From an optimization exercise on the open Yosys and OpenROAD flow, aimed at small area, a short achievable clock period and few clock cycles per item; shortcuts taken in it are not production practice. Only simulation tests tie the RTL to the original design; equivalence was not proved.

## pv_perturb_observe_mppt
module pv_perturb_observe_mppt (
	input  logic        clk,
	input  logic        arst_n,
	input  logic        sample_valid,
	output logic        sample_ready,
	input  logic [1:0]  sample_action,
	input  logic [14:0] sample_pv_voltage,
	input  logic [14:0] sample_pv_current,
	input  logic [14:0] sample_charge_current,
	input  logic        sample_pause,
	output logic        result_valid,
	input  logic        result_ready,
	output logic [14:0] result_voltage_ref,
	output logic        result_evaluated,
	output logic        result_forced_pulldown,
	input  logic        cfg_valid,
	output logic        cfg_ready,
	input  logic [2:0]  cfg_index,
	input  logic [15:0] cfg_data
);
Size: about 2,800 cells after synthesis, ~390 flip-flops, ~92 I/O pins, about 29,000 µm² of cells after synthesis.
export LEC_CHECK = 0
export CAP_MARGIN = 20
export CORE_MARGIN = 2
export CORE_UTILIZATION = 40
export SLEW_MARGIN = 20
create_clock -name core_clock -period 11.5 [get_ports {clk}]
standard.sh (not shown) runs the stock make flow with config.mk's settings and CLKGATE_MAP_FILE= SYNTH_SCRIPT=/design/flow/synth_recipe.tcl, a recipe that flattens the netlist after the stock synthesis.
==> flow/flow/run.sh <==
#!/bin/bash
# Standard ORFS layout (the standard.sh), with extra make settings read from
# flow/knobs.txt: the timing repair aims for extra setup slack and the port buffers use a
# plain buffer cell. The clock period and all constraints stay the design's.
set -euo pipefail
mapfile -t KNOBS < <(grep -v '^#' flow/knobs.txt | grep .)
bash standard.sh "${KNOBS[@]}" finish > flow_standard.log 2>&1
==> flow/flow/knobs.txt <==
SETUP_SLACK_MARGIN=7.5
BUFFER_PORTS_ARGS=-buffer_cell sky130_fd_sc_hd__buf_2
Testbench counts at the start, summed over its fixed seeds: cycles 12,115, items 12,083.
==> next run, changes <==
==> flow/flow/knobs.txt (replaced) <==
SETUP_SLACK_MARGIN=7.7
BUFFER_PORTS_ARGS=-buffer_cell sky130_fd_sc_hd__buf_2
--- a/flow/config.mk
+++ b/flow/config.mk
@@ -9,3 +9,6 @@
 export CORE_MARGIN = 2
 export CORE_UTILIZATION = 40
+export CTS_BUF_LIST = sky130_fd_sc_hd__clkbuf_8 sky130_fd_sc_hd__clkbuf_16
+export CTS_CLUSTER_DIAMETER = 100
+export CTS_CLUSTER_SIZE = 30
 export SLEW_MARGIN = 20
Design area decreases slightly.
Die area is unchanged.
Clock-buffer cell count falls by 43.
Area after synthesis stays the same.
Hold slack is worse by 0.010 ns.
Critical path depth rose by 1.
Cell count barely changes.

---

pv_perturb_observe_mppt, a different RTL version from the one above (not shown whole).
Size: roughly 3000 cells after synthesis, ~410 flip-flops.
==> flow/config.mk <==
export PLATFORM = sky130hd
export DESIGN_NAME = pv_perturb_observe_mppt
export DESIGN_NICKNAME = pv_perturb_observe_mppt
export VERILOG_FILES = /design/flow/design.v
export SDC_FILE = /design/flow/constraint.sdc
export NUM_CORES = 4
export LEC_CHECK = 0
export CAP_MARGIN = 20
export CORE_MARGIN = 2
export CORE_UTILIZATION = 40
export SLEW_MARGIN = 20
==> flow/constraint.sdc <==
create_clock -name core_clock -period 11.5 [get_ports {clk}]
set_input_delay 2.3000 -clock core_clock [delete_from_list [all_inputs] [get_ports {clk}]]
set_output_delay 2.3000 -clock core_clock [all_outputs]
set_load 0.01 [all_outputs]
==> flow/flow/knobs.txt <==
SETUP_SLACK_MARGIN=8
BUFFER_PORTS_ARGS=-buffer_cell sky130_fd_sc_hd__buf_2
Scripts as last shown in full above: flow/flow/run.sh
Testbench counts at the start, summed over its fixed seeds: cycles 12,115, items 12,083.
Change:
==> flow/flow/knobs.txt (replaced) <==
SETUP_SLACK_MARGIN=7
BUFFER_PORTS_ARGS=-buffer_cell sky130_fd_sc_hd__buf_2
- CORE_UTILIZATION: 40 -> 60
- PLACE_DENSITY: unset -> 0.7
After rerunning: The new run finished with timing, DRC and antenna clean; routed wire length goes down by 5.8%; worst setup slack loses 0.29 ns; final cell count is lower by 11%; area after synthesis does not change; via count came out lower by 1.4%; hold slack improves by 0.0071 ns; first-iteration DRC count is lower by 1.1%.
Change:
- CORE_UTILIZATION: 60 -> 40
- PLACE_DENSITY: 0.7 -> unset
Count of clock-buffer cells in the layout rose by 13.
Via count fell by a few percent.
Routed wire length rose slightly.
Setup slack gains 0.052 ns.
Final area rose slightly.
Synthesized cell count does not change.
Critical path depth fell by 1.

---

RTL: one of the versions met above, not the one the previous note started from.
Size: roughly 2800 cells after synthesis, roughly 390 flip-flops, roughly 92 I/O pins, ~29000 µm² of cells after synthesis.
Settings: LEC_CHECK=0, CAP_MARGIN=20, CORE_MARGIN=2, CORE_UTILIZATION=40, CTS_BUF_LIST=sky130_fd_sc_hd__clkbuf_16, CTS_CLUSTER_DIAMETER=80, CTS_CLUSTER_SIZE=25, SLEW_MARGIN=20; clock period 11.5 ns.
==> flow/flow/knobs.txt <==
SETUP_SLACK_MARGIN=7.5
BUFFER_PORTS_ARGS=-buffer_cell sky130_fd_sc_hd__buf_2
Scripts as last shown in full above: flow/flow/run.sh
The starting point produced a clean layout.
Testbench counts at the start, summed over its fixed seeds: cycles 12,115, items 12,083.
Edit:
==> flow/flow/knobs.txt (replaced) <==
SETUP_SLACK_MARGIN=8
BUFFER_PORTS_ARGS=-buffer_cell sky130_fd_sc_hd__buf_2
- CTS_BUF_LIST: sky130_fd_sc_hd__clkbuf_16 -> not set
- CTS_CLUSTER_DIAMETER: 80 -> not set
- CTS_CLUSTER_SIZE: 25 -> not set
What happened: Worst setup slack gains 0.040 ns. Global-route usage shrinks by 0.32 points. Synthesized area is unchanged. Routed wire length hardly moves. Register-to-register slack gains 0.04 ns. Utilization grows by 3.6 points. Final cell count grows by 3.9%.
Edit:
==> flow/flow/knobs.txt (replaced) <==
SETUP_SLACK_MARGIN=7.5
BUFFER_PORTS_ARGS=-buffer_cell sky130_fd_sc_hd__buf_2
- CTS_BUF_LIST: not set -> sky130_fd_sc_hd__clkbuf_8 sky130_fd_sc_hd__clkbuf_16
- CTS_CLUSTER_DIAMETER: not set -> 100
- CTS_CLUSTER_SIZE: not set -> 30
=>
- synthesized cell count stays the same
- final cell count came out lower by 4.1%
- via count decreases by 2.0%
- final area went down by 8.3%
- worst setup slack got worse by 0.012 ns
- die area does not change
- routed wire length is about the same
Edit:
- CORE_UTILIZATION: 40 -> 55
- CTS_BUF_LIST: sky130_fd_sc_hd__clkbuf_8 sky130_fd_sc_hd__clkbuf_16 -> not set
- CTS_CLUSTER_DIAMETER: 100 -> not set
- CTS_CLUSTER_SIZE: 30 -> not set
Utilization rises by 17 points.
Cell count falls by 5.8%.
Worst setup slack degrades by 0.052 ns.
Maximum frequency falls by 1.3%.
Design area rises by 1.7%.
Count of clock-buffer cells in the layout rises by 38.

==> what the ideal ports hide <==
No port has a modelled driver above. Below, the same layouts with a new extraction and two added sets of constraints.
Step 1, drivers: a clkbuf_16 drives clk and a buf_2 each remaining input, both assumed.
Step 2, shift: input delay + t, output delay - t, t = (earliest + latest rising clock arrival at the registers) / 2. This alone moves slack from input paths to output paths.
Slacks: ideal ports / drivers / drivers and shift; pairs: ideal ports / drivers.
run | t (ns) | slack for setup (ns) | hold WS [ns] | worst setup path at the end | worst register clock-pin slew, ns
the first run of note 1 | 0.663 | 7.616 / 7.616 / 7.280 | 0.439 / 0.439 / 0.439 | input to register | 0.08 / 0.08
the second run of note 1 | 0.638 | 7.694 / 7.694 / 7.439 | 0.428 / 0.428 / 0.428 | input to register | 0.12 / 0.12
the first run of note 2 | 0.670 | 7.617 / 7.617 / 7.494 | 0.414 / 0.414 / 0.414 | input to register | 0.07 / 0.07
the second run of note 2 | 0.637 | 7.326 / 7.326 / 7.274 | 0.421 / 0.421 / 0.421 | input to register | 0.07 / 0.07
the third run of note 2 | 0.662 | 7.378 / 7.378 / 7.249 | 0.426 / 0.426 / 0.426 | input to register | 0.06 / 0.06
the first run of note 3 | 0.656 | 7.580 / 7.580 / 7.294 | 0.450 / 0.450 / 0.450 | input to register | 0.10 / 0.10
the second run of note 3 | 0.643 | 7.620 / 7.620 / 7.466 | 0.429 / 0.429 / 0.429 | input to register | 0.06 / 0.06
the third run of note 3 | 0.625 | 7.608 / 7.608 / 7.298 | 0.453 / 0.453 / 0.453 | input to register | 0.12 / 0.12
the fourth run of note 3 | 0.626 | 7.556 / 7.556 / 7.295 | 0.444 / 0.444 / 0.444 | input to register | 0.07 / 0.07
After both steps setup and hold are still met in every run listed. For the first run of note 1, which loses most, drivers alone change the setup slack by 0.000 ns; drivers and shift together by -0.336 ns.
